Source: an optimization exercise on an open RTL-to-GDS flow (aim: a short achievable clock period and few clock cycles per item). Production flows keep margins and buffers that such runs may drop.
The RTL was checked by simulation tests, not by an equivalence proof against the original design.
Power is estimated from default activity; no workload was simulated.

File: run.sh
#!/bin/bash
# synth_recipe.tcl (not shown) runs the flow's synth.tcl, then flattens the netlist and writes it again
# the make line also repeats each setting of config.mk as NAME=value (left out here)
make -C /OpenROAD-flow-scripts/flow DESIGN_CONFIG=/design/flow/config.mk WORK_HOME=/design/flow/orfs CLKGATE_MAP_FILE= SYNTH_SCRIPT=/design/flow/synth_recipe.tcl finish
File: config.mk
export PLATFORM = sky130hd
export DESIGN_NAME = serial_frame_sender_with_resend_unit
export DESIGN_NICKNAME = serial_frame_sender_with_resend_unit
export VERILOG_FILES = /design/flow/design.v
export SDC_FILE = /design/flow/constraint.sdc
export NUM_CORES = 4
export LEC_CHECK = 0
export CAP_MARGIN = 20
export CORE_MARGIN = 2
export CORE_UTILIZATION = 40
export SLEW_MARGIN = 20
File: constraint.sdc
create_clock -name core_clock -period 5.5 [get_ports {i_clk}]
set_input_delay 1.1000 -clock core_clock [delete_from_list [all_inputs] [get_ports {i_clk}]]
set_output_delay 1.1000 -clock core_clock [all_outputs]
set_load 0.01 [all_outputs]
File: design.v
`default_nettype none
package sfsr_pkg;
    localparam int ID_W       = 16;
    localparam int BYTE_W     = 8;
    localparam int CNT_W      = 4;
    localparam int MOD_STEPS  = 2;
    localparam int MOD_STEP_W = 2;
    localparam int HDR_IDX_W  = 2;
    localparam logic [HDR_IDX_W-1:0] HDR_LAST = 2'd3;
    localparam logic [BYTE_W-1:0] SYNC_A = 8'h55;
    localparam logic [BYTE_W-1:0] SYNC_B = 8'hAA;
    localparam logic REQ_PAYLOAD = 1'b0;
    localparam logic REQ_RESEND  = 1'b1;
    typedef enum logic [2:0] {
        EM_SYNC_A,
        EM_SYNC_B,
        EM_ID_HI,
        EM_ID_LO,
        EM_DATA,
        EM_STORED,
        EM_ERROR,
        EM_CSUM
    } t_emit_sel;
    typedef struct packed {
        logic      load_in;
        logic      mod_step;
        logic      len_read;
        logic      mem_read;
        logic      emit;
        t_emit_sel sel;
    } t_dp_cmd;
    typedef struct packed {
        logic in_packet;
        logic last;
        logic full;
        logic src_valid;
        logic stored_last;
        logic out_free;
    } t_dp_status;
endpackage
`default_nettype wire
`default_nettype none
module sfsr_ctrl (
    input  wire        i_clk,
    input  wire        i_rst_n,
    input  wire        i_in_valid,
    input  wire        i_req_type,
    input  sfsr_pkg::t_dp_status i_status,
    output logic       o_in_ready,
    output sfsr_pkg::t_dp_cmd    o_cmd
);
    typedef enum logic [3:0] {
        ST_IDLE,
        ST_MOD,
        ST_CHK,
        ST_HDR,
        ST_BYTE,
        ST_RD,
        ST_RDAT,
        ST_CSUM,
        ST_ERR
    } t_state;
    t_state                r_state,   n_state;
    logic [sfsr_pkg::HDR_IDX_W-1:0]  r_hdr_idx, n_hdr_idx;
    logic [sfsr_pkg::MOD_STEP_W-1:0] r_step,    n_step;
    logic                  r_resend,  n_resend;
    always_comb begin
        n_state    = r_state;
        n_hdr_idx  = r_hdr_idx;
        n_step     = r_step;
        n_resend   = r_resend;
        o_in_ready = 1'b0;
        o_cmd.load_in  = 1'b0;
        o_cmd.mod_step = 1'b0;
        o_cmd.len_read = 1'b0;
        o_cmd.mem_read = 1'b0;
        o_cmd.emit     = 1'b0;
        o_cmd.sel      = sfsr_pkg::EM_ERROR;
        case (r_state)
            ST_IDLE: begin
                o_in_ready = 1'b1;
                if (i_in_valid) begin
                    o_cmd.load_in = 1'b1;
                    n_hdr_idx     = '0;
                    n_step        = '0;
                    if (i_req_type == sfsr_pkg::REQ_RESEND) begin
                        n_resend = 1'b1;
                        n_state  = i_status.in_packet ? ST_ERR : ST_MOD;
                    end else begin
                        n_resend = 1'b0;
                        n_state  = i_status.in_packet ? ST_BYTE : ST_HDR;
                    end
                end
            end
            ST_MOD: begin
                o_cmd.mod_step = 1'b1;
                n_step         = r_step + 1'b1;
                if (r_step == sfsr_pkg::MOD_STEP_W'(sfsr_pkg::MOD_STEPS - 1)) begin
                    n_state = ST_CHK;
                end
            end
            ST_CHK: begin
                if (i_status.src_valid) begin
                    o_cmd.len_read = 1'b1;
                    n_state        = ST_HDR;
                end else begin
                    n_state = ST_ERR;
                end
            end
            ST_HDR: begin
                if (i_status.out_free) begin
                    o_cmd.emit = 1'b1;
                    case (r_hdr_idx)
                        2'd0:    o_cmd.sel = sfsr_pkg::EM_SYNC_A;
                        2'd1:    o_cmd.sel = sfsr_pkg::EM_SYNC_B;
                        2'd2:    o_cmd.sel = sfsr_pkg::EM_ID_HI;
                        default: o_cmd.sel = sfsr_pkg::EM_ID_LO;
                    endcase
                    n_hdr_idx = r_hdr_idx + 1'b1;
                    if (r_hdr_idx == sfsr_pkg::HDR_LAST) begin
                        n_state = r_resend ? ST_RD : ST_BYTE;
                    end
                end
            end
            ST_BYTE: begin
                if (i_status.out_free) begin
                    o_cmd.emit = 1'b1;
                    o_cmd.sel  = i_status.full ? sfsr_pkg::EM_ERROR : sfsr_pkg::EM_DATA;
                    n_state    = i_status.last ? ST_CSUM : ST_IDLE;
                end
            end
            ST_RD: begin
                o_cmd.mem_read = 1'b1;
                n_state        = ST_RDAT;
            end
            ST_RDAT: begin
                if (i_status.out_free) begin
                    o_cmd.emit = 1'b1;
                    o_cmd.sel  = sfsr_pkg::EM_STORED;
                    n_state    = i_status.stored_last ? ST_CSUM : ST_RD;
                end
            end
            ST_CSUM: begin
                if (i_status.out_free) begin
                    o_cmd.emit = 1'b1;
                    o_cmd.sel  = sfsr_pkg::EM_CSUM;
                    n_state    = ST_IDLE;
                end
            end
            ST_ERR: begin
                if (i_status.out_free) begin
                    o_cmd.emit = 1'b1;
                    o_cmd.sel  = sfsr_pkg::EM_ERROR;
                    n_state    = ST_IDLE;
                end
            end
            default: begin
                n_state = ST_IDLE;
            end
        endcase
    end
    always_ff @(posedge i_clk) begin
        if (!i_rst_n) begin
            r_state   <= ST_IDLE;
            r_hdr_idx <= '0;
            r_step    <= '0;
            r_resend  <= 1'b0;
        end else begin
            r_state   <= n_state;
            r_hdr_idx <= n_hdr_idx;
            r_step    <= n_step;
            r_resend  <= n_resend;
        end
    end
endmodule
`default_nettype wire
`default_nettype none
module sfsr_dp #(
    parameter int SLOTS       = 16,
    parameter int MAX_PAYLOAD = 15
) (
    input  wire               i_clk,
    input  wire               i_rst_n,
    input  sfsr_pkg::t_dp_cmd           i_cmd,
    input  wire               i_req_type,
    input  wire  [sfsr_pkg::BYTE_W-1:0] i_data_byte,
    input  wire               i_last_byte,
    input  wire  [sfsr_pkg::ID_W-1:0]   i_resend_id,
    input  wire               i_out_ready,
    output sfsr_pkg::t_dp_status        o_status,
    output logic              o_out_valid,
    output logic [sfsr_pkg::BYTE_W-1:0] o_out_byte,
    output logic              o_frame_end,
    output logic              o_error
);
    localparam int SLOT_W = (SLOTS > 1) ? $clog2(SLOTS) : 1;
    localparam int DEPTH  = SLOTS * MAX_PAYLOAD;
    localparam int ADDR_W = (DEPTH > 1) ? $clog2(DEPTH) : 1;
    localparam int RECIP_SH = sfsr_pkg::ID_W + SLOT_W;
    localparam int RECIP_W  = sfsr_pkg::ID_W + 1;
    localparam logic [RECIP_W-1:0] RECIP =
        RECIP_W'(((1 << RECIP_SH) + SLOTS - 1) / SLOTS);
    logic              r_req;
    logic [sfsr_pkg::BYTE_W-1:0] r_data;
    logic              r_last;
    logic [sfsr_pkg::ID_W-1:0]   r_rid;
    logic [sfsr_pkg::ID_W-1:0]   r_next_id;
    logic [SLOT_W-1:0] r_dst_slot;
    logic [SLOT_W-1:0] r_src_slot;
    logic [sfsr_pkg::ID_W-1:0]   r_quot;
    logic              r_in_packet;
    logic [sfsr_pkg::BYTE_W-1:0] r_sum;
    logic [sfsr_pkg::CNT_W-1:0]  r_count;
    logic [SLOTS-1:0]  r_slot_valid;
    logic [sfsr_pkg::BYTE_W-1:0] r_mem [DEPTH];
    logic [sfsr_pkg::BYTE_W-1:0] r_mem_q;
    logic [sfsr_pkg::CNT_W-1:0]  r_len_mem [SLOTS];
    logic [sfsr_pkg::CNT_W-1:0]  r_len_q;
    logic              r_out_valid;
    logic [sfsr_pkg::BYTE_W-1:0] r_out_byte;
    logic              r_out_end;
    logic              r_out_err;
    logic [sfsr_pkg::ID_W+RECIP_W-1:0] quot_prod;
    logic [sfsr_pkg::ID_W-1:0]         quot_back;
    logic [ADDR_W-1:0] src_addr;
    logic [ADDR_W-1:0] dst_addr;
    logic              mem_we;
    logic [sfsr_pkg::BYTE_W-1:0] mem_wdata;
    logic [sfsr_pkg::BYTE_W-1:0] emit_byte;
    logic [sfsr_pkg::BYTE_W-1:0] id_hi;
    logic [sfsr_pkg::BYTE_W-1:0] id_lo;
    logic              out_free;
    assign id_hi    = r_next_id[sfsr_pkg::ID_W-1 -: sfsr_pkg::BYTE_W];
    assign id_lo    = r_next_id[sfsr_pkg::BYTE_W-1:0];
    assign out_free = !r_out_valid || i_out_ready;
    assign src_addr = ADDR_W'(r_src_slot * MAX_PAYLOAD) + ADDR_W'(r_count);
    assign dst_addr = ADDR_W'(r_dst_slot * MAX_PAYLOAD) + ADDR_W'(r_count);
    assign quot_prod = {{RECIP_W{1'b0}}, r_rid} * {{sfsr_pkg::ID_W{1'b0}}, RECIP};
    assign quot_back = sfsr_pkg::ID_W'(r_quot * SLOTS);
    always_comb begin
        mem_we    = i_cmd.emit && (i_cmd.sel == sfsr_pkg::EM_STORED ||
                    (i_cmd.sel == sfsr_pkg::EM_DATA));
        mem_wdata = (i_cmd.sel == sfsr_pkg::EM_STORED) ? r_mem_q : r_data;
    end
    always_comb begin
        case (i_cmd.sel)
            sfsr_pkg::EM_SYNC_A: emit_byte = sfsr_pkg::SYNC_A;
            sfsr_pkg::EM_SYNC_B: emit_byte = sfsr_pkg::SYNC_B;
            sfsr_pkg::EM_ID_HI:  emit_byte = id_hi;
            sfsr_pkg::EM_ID_LO:  emit_byte = id_lo;
            sfsr_pkg::EM_DATA:   emit_byte = r_data;
            sfsr_pkg::EM_STORED: emit_byte = r_mem_q;
            sfsr_pkg::EM_CSUM:   emit_byte = ~r_sum;
            default:   emit_byte = '0;
        endcase
    end
    always_comb begin
        o_status.in_packet   = r_in_packet;
        o_status.last        = r_last;
        o_status.full        = (r_count == sfsr_pkg::CNT_W'(MAX_PAYLOAD));
        o_status.src_valid   = r_slot_valid[r_src_slot];
        o_status.stored_last = (({1'b0, r_count} + 1'b1) == {1'b0, r_len_q});
        o_status.out_free    = out_free;
    end
    always_ff @(posedge i_clk) begin
        if (mem_we) begin
            r_mem[dst_addr] <= mem_wdata;
        end
        if (i_cmd.mem_read) begin
            r_mem_q <= r_mem[src_addr];
        end
        if (i_cmd.emit && i_cmd.sel == sfsr_pkg::EM_CSUM) begin
            r_len_mem[r_dst_slot] <= r_count;
        end
        if (i_cmd.len_read) begin
            r_len_q <= r_len_mem[r_src_slot];
        end
    end
    always_ff @(posedge i_clk) begin
        if (i_cmd.load_in) begin
            r_req      <= i_req_type;
            r_data     <= i_data_byte;
            r_last     <= i_last_byte;
            r_rid      <= i_resend_id;
            r_src_slot <= '0;
        end else if (i_cmd.mod_step) begin
            r_quot     <= sfsr_pkg::ID_W'(quot_prod >> RECIP_SH);
            r_src_slot <= SLOT_W'(r_rid - quot_back);
        end
        if (i_cmd.emit) begin
            r_out_byte <= emit_byte;
            r_out_end  <= (i_cmd.sel == sfsr_pkg::EM_CSUM);
            r_out_err  <= (i_cmd.sel == sfsr_pkg::EM_ERROR);
        end
    end
    always_ff @(posedge i_clk) begin
        if (!i_rst_n) begin
            r_next_id    <= '0;
            r_dst_slot   <= '0;
            r_in_packet  <= 1'b0;
            r_sum        <= '0;
            r_count      <= '0;
            r_slot_valid <= '0;
            r_out_valid  <= 1'b0;
        end else begin
            if (i_cmd.emit) begin
                r_out_valid <= 1'b1;
            end else if (i_out_ready) begin
                r_out_valid <= 1'b0;
            end
            if (i_cmd.emit) begin
                case (i_cmd.sel)
                    sfsr_pkg::EM_ID_LO: begin
                        r_sum   <= id_hi + id_lo;
                        r_count <= '0;
                        if (r_req == sfsr_pkg::REQ_PAYLOAD) begin
                            r_in_packet <= 1'b1;
                        end
                    end
                    sfsr_pkg::EM_DATA, sfsr_pkg::EM_STORED: begin
                        r_sum   <= r_sum + mem_wdata;
                        r_count <= r_count + 1'b1;
                    end
                    sfsr_pkg::EM_CSUM: begin
                        r_slot_valid[r_dst_slot] <= 1'b1;
                        r_next_id   <= r_next_id + 1'b1;
                        r_in_packet <= 1'b0;
                        r_sum       <= '0;
                        r_count     <= '0;
                        if (r_next_id == {sfsr_pkg::ID_W{1'b1}} ||
                            r_dst_slot == SLOT_W'(SLOTS - 1)) begin
                            r_dst_slot <= '0;
                        end else begin
                            r_dst_slot <= r_dst_slot + 1'b1;
                        end
                    end
                    default: begin
                        r_sum <= r_sum;
                    end
                endcase
            end
        end
    end
    assign o_out_valid = r_out_valid;
    assign o_out_byte  = r_out_byte;
    assign o_frame_end = r_out_end;
    assign o_error     = r_out_err;
endmodule
`default_nettype wire
`default_nettype none
module serial_frame_sender_with_resend_unit #(
    parameter int SLOTS       = 16,
    parameter int MAX_PAYLOAD = 15
) (
    input  wire               i_clk,
    input  wire               i_rst_n,
    input  wire               i_in_valid,
    output logic              o_in_ready,
    input  wire               i_req_type,
    input  wire  [sfsr_pkg::BYTE_W-1:0] i_data_byte,
    input  wire               i_last_byte,
    input  wire  [sfsr_pkg::ID_W-1:0]   i_resend_id,
    output logic              o_out_valid,
    input  wire               i_out_ready,
    output logic [sfsr_pkg::BYTE_W-1:0] o_out_byte,
    output logic              o_frame_end,
    output logic              o_error
);
    sfsr_pkg::t_dp_cmd    cmd;
    sfsr_pkg::t_dp_status status;
    sfsr_ctrl u_ctrl (
        .i_clk      (i_clk),
        .i_rst_n    (i_rst_n),
        .i_in_valid (i_in_valid),
        .i_req_type (i_req_type),
        .i_status   (status),
        .o_in_ready (o_in_ready),
        .o_cmd      (cmd)
    );
    sfsr_dp #(
        .SLOTS       (SLOTS),
        .MAX_PAYLOAD (MAX_PAYLOAD)
    ) u_dp (
        .i_clk       (i_clk),
        .i_rst_n     (i_rst_n),
        .i_cmd       (cmd),
        .i_req_type  (i_req_type),
        .i_data_byte (i_data_byte),
        .i_last_byte (i_last_byte),
        .i_resend_id (i_resend_id),
        .i_out_ready (i_out_ready),
        .o_status    (status),
        .o_out_valid (o_out_valid),
        .o_out_byte  (o_out_byte),
        .o_frame_end (o_frame_end),
        .o_error     (o_error)
    );
endmodule
`default_nettype wire
==> flow_metrics.tcl <==
set metrics [dict create \
    start_util 0.402 \
    fin_skew_ns 0.0509 \
    drc 0 \
    ctsLongestPathBuffers 3 \
    ys_seq_area_frac 0.744 \
    synth_edf_count 2020 \
    placed_cell_area_um2 88200 \
    finalSetupViolCount 0 \
    drive_gt1_frac 0.275 \
    pre_cts_slack_ns -0.0338 \
    io_buffers 29 \
    combinationalPowerShare 0.459 \
    cp.arrival_ns 5.81 \
    hp-class "reg2reg" \
    worstMarginPinSlew_ns 1.06 \
    p_sw_frac 0.362 \
    cts_inserted_buffers 207 \
    die_h_um 460 \
    synth_area_per_cell_um2 20.8 \
    grt_start_max_net_pins 241 \
    intPower_w 0.0381 \
    hpwl_um 118000 \
    die_area_um2 212000 \
    relSlewSlack 0.293 \
    async_reset_ff_frac 0 \
    synth_fp_nets 4108 \
    max-cap-violations 0 \
    vias 40000 \
    final_core_util 0.460 \
    tritoncts "yes" \
    grt_use_total 0.187 \
    seq_power_share 0.311 \
    grt_pass1_vias 40000 \
    pin_count 42 \
    diodes 0 \
    synthTopCellsByArea "edfxtp_1 73%, mux4_2 16%, dfxtp_1 1.5%, nor2_1 1.3%, ha_1 0.96%" \
    rsz0062_at_grt "true" \
    worst_slack_ns 0.386 \
    cts.sinks 2083 \
    wl_per_cell_um 27.8 \
    switching_power_w 0.0216 \
    hold_violations 0 \
    fin_nets 4384 \
    drtPass1Iterations 6 \
    insertion_delay_ns 0.85 \
    yosys_warnings 2 \
    status "no timing/DRC/antenna violations" \
    fp-row-count 167 \
    areaGrowthSynthToFinish_pct 14.3 \
    clk_pin_slew_ns 0.06 \
    synth_top_cell_by_area "edfxtp_1" \
    htreeDepth 4 \
    cts_root_buf "clkbuf_16" \
    synth.distinct_cells 64 \
    core_area_um2 207000 \
    overflow 0 \
    ys_ff_latch 2083 \
    whs_ns 0.484 \
    syn_inst 3998 \
    peakVddDrop_mv 0.476 \
    vias_per_cell 5.59 \
    antenna_found_initial 5 \
    critPathCaptureType "flip-flop" \
    synth_top_area_share 0.729 \
    timing.fmax_ghz 0.196 \
    gp_congestion 0.835 \
    path_max_fanout 26 \
    ant_nets 0 \
    total_power_w 0.0597 \
    p_per_area_nw_per_um2 628 \
    wl_um 199000 \
    startpoint "u_dp.r_src_slot[0]" \
    drt_iter0_drc 4492 \
    p_leak_nw 29.6 \
    fin_crit_sh 0.930 \
    clkPwrFrac 0.231 \
    fin_crit_ns 5.11 \
    critPathKind "reg2reg" \
    rr_startpoint "u_dp.r_src_slot[0]" \
    startpoint_type "flip-flop" \
    yosys_most_used_dff "edfxtp_1" \
    die_x_um 460 \
    crit_required_ns 6.19 \
    stdcell_area_um2 95100 \
    netlist_area_um2 83200 \
    grt_pass1_wl_um 287000 \
    hp-start "u_dp.r_slot_valid[10]" \
    synth.most_common_cell "edfxtp_1" \
    drv_slew 0 \
    synth_common_cells "2020 x edfxtp_1, 607 x mux4_2, 298 x nor2_1" \
]
-- metrics by stage --
step | TNS (ns) | cells
finish | 0 | 7152
global route | -0.539 | 7152
CTS | 0 | 7146
detailed placement | -0.0338 | 6760
global placement | -0.0370 | 6760
floorplan | 0 | 3998
-- final timing paths --
kind / to / slack, ns / cells past startpoint
worst max register to register: u_dp.r_mem_q[6] / 0.39 / 16
worst min register to register: u_dp.r_slot_valid[10] / 0.48 / 2
worst min-delay path: u_dp.r_slot_valid[10] / 0.48 / 2
worst max-delay path: u_dp.r_mem_q[6] / 0.39 / 16
-- layout make-up --
| cell class | instances | area [um2] |
|---|---|---|
| Clock inverter | 130 | 1210 |
| Clock buffer | 253 | 5430 |
| Timing Repair Buffer | 272 | 2580 |
| Tap cell | 2704 | 3380 |
| Sequential cell | 2083 | 61900 |
| Multi-Input combinational cell | 1651 | 20400 |
| Fill cell | 17100 | 112000 |
| Inverter | 59 | 229 |
-- critical path: stages (launching register included) --
cell and delay (ns):
dfxtp_1 0.34, fa_1 0.54, inv_1 0.07, fa_1 0.45
fa_1 0.52, inv_1 0.05, ha_1 0.50, nand2b_1 0.16
a21oi_2 0.33, xnor2_4 0.26, buf_4 0.44, buf_4 0.26
nand3_1 0.09, nand4b_1 0.15, o211ai_1 0.23, nor4b_1 0.34
buf_4 0.20
-- sequential cells by signal (all words and copies together), names as in the netlist, 2 cells and up --
register / flops
u_dp.r_count: 4
u_dp.r_out_byte: 8
u_dp.r_sum: 8
u_dp.r_data: 8
u_dp.r_mem: 1920
u_dp.r_src_slot: 4
u_ctrl.r_state: 4
u_dp.r_next_id: 16
u_dp.r_slot_valid: 16
u_dp.r_len_q: 4
u_dp.r_len_mem: 64
u_dp.r_dst_slot: 4
u_ctrl.r_hdr_idx: 2
u_ctrl.r_step: 2
u_dp.r_rid: 4
u_dp.r_mem_q: 8
-- metal layers --
metal  share of wire  GRT usage  routed length, um
met5        0.000065          0                 13
met4           0.020     0.0446               4070
met3           0.073     0.0399              14600
met2            0.47      0.294              94300
met1            0.43      0.269              85700
-- cell families (layout without fill, tap and decap cells) --
| kind of cell | Yosys count | in the layout | share of synthesized area |
|---|---|---|---|
| mux | 664 | 664 | 0.171 |
| fa+ha+maj | 80 | 80 | 0.0135 |
| xor+xnor | 46 | 46 | 0.00493 |
| compound gates | 215 | 215 | 0.0166 |
| buf+inv | 264 | 714 | 0.0150 |
| flops | 2083 | 2083 | 0.744 |
| simple gates | 646 | 646 | 0.0344 |
-- power groups by stage --
stage / Combinational (W) / Sequential (W) / Clock, W
after floorplan: 0.0170 / 0.0190 / 0
after global placement: 0.0271 / 0.0189 / 0
after global routing: 0.0286 / 0.0185 / 0.0147
after CTS: 0.0274 / 0.0185 / 0.0140
after detailed placement: 0.0272 / 0.0189 / 0
final: 0.0274 / 0.0185 / 0.0138
-- placed cells by master, fill, tap and decap left out, types with 55 or more instances in the layout --
master and n:
mux4_2 607, a21oi_1 57, ha_1 62, nor2_1 263, dfxtp_1 63, nand2_1 134
inv_1 55, edfxtp_1 2020, buf_4 206, mux2i_1 56, clkbuf_16 209
-- what timing repair did --
| action | 4_1_cts | 5_1_grt |
|---|---|---|
| setup buffers | 3 | 4 |
| pin swaps | 1 | 1 |
| hold buffers | 0 | 0 |
| resized for setup | 1 | 35 |
| setup endpoints to repair | 1 | 173 |
Testbench counts, summed over its fixed seeds: cycles 70,976, items 41,474.

==> re-timing with driven ports <==
The flow's constraints put no driver on any port. The routed layout listed below was extracted and timed again, unchanged, in two steps.
Step 1 assumes that a clkbuf_16 drives the clock port and a buf_2 every other input.
Step 2 adds t to the input delays and takes it off the output delays; t is the mean of the earliest and latest rising clock arrival at the registers after step 1. Input paths then give back, and output paths get back, about the clock's delay inside the block.
Three values: ideal, step 1, step 2; two values: the first two.
t, ns: 0.914
slack for setup (ns): 0.386 / 0.386 / 0.386
worst setup path at the end: register to register
clock arrival spread, ns: 0.054 / 0.053
worst register clock-pin slew, ns: 0.07 / 0.07
After both steps setup and hold are still met in this run. The setup slack of this run moves by 0.000 ns with the drivers and by 0.000 ns with both steps.
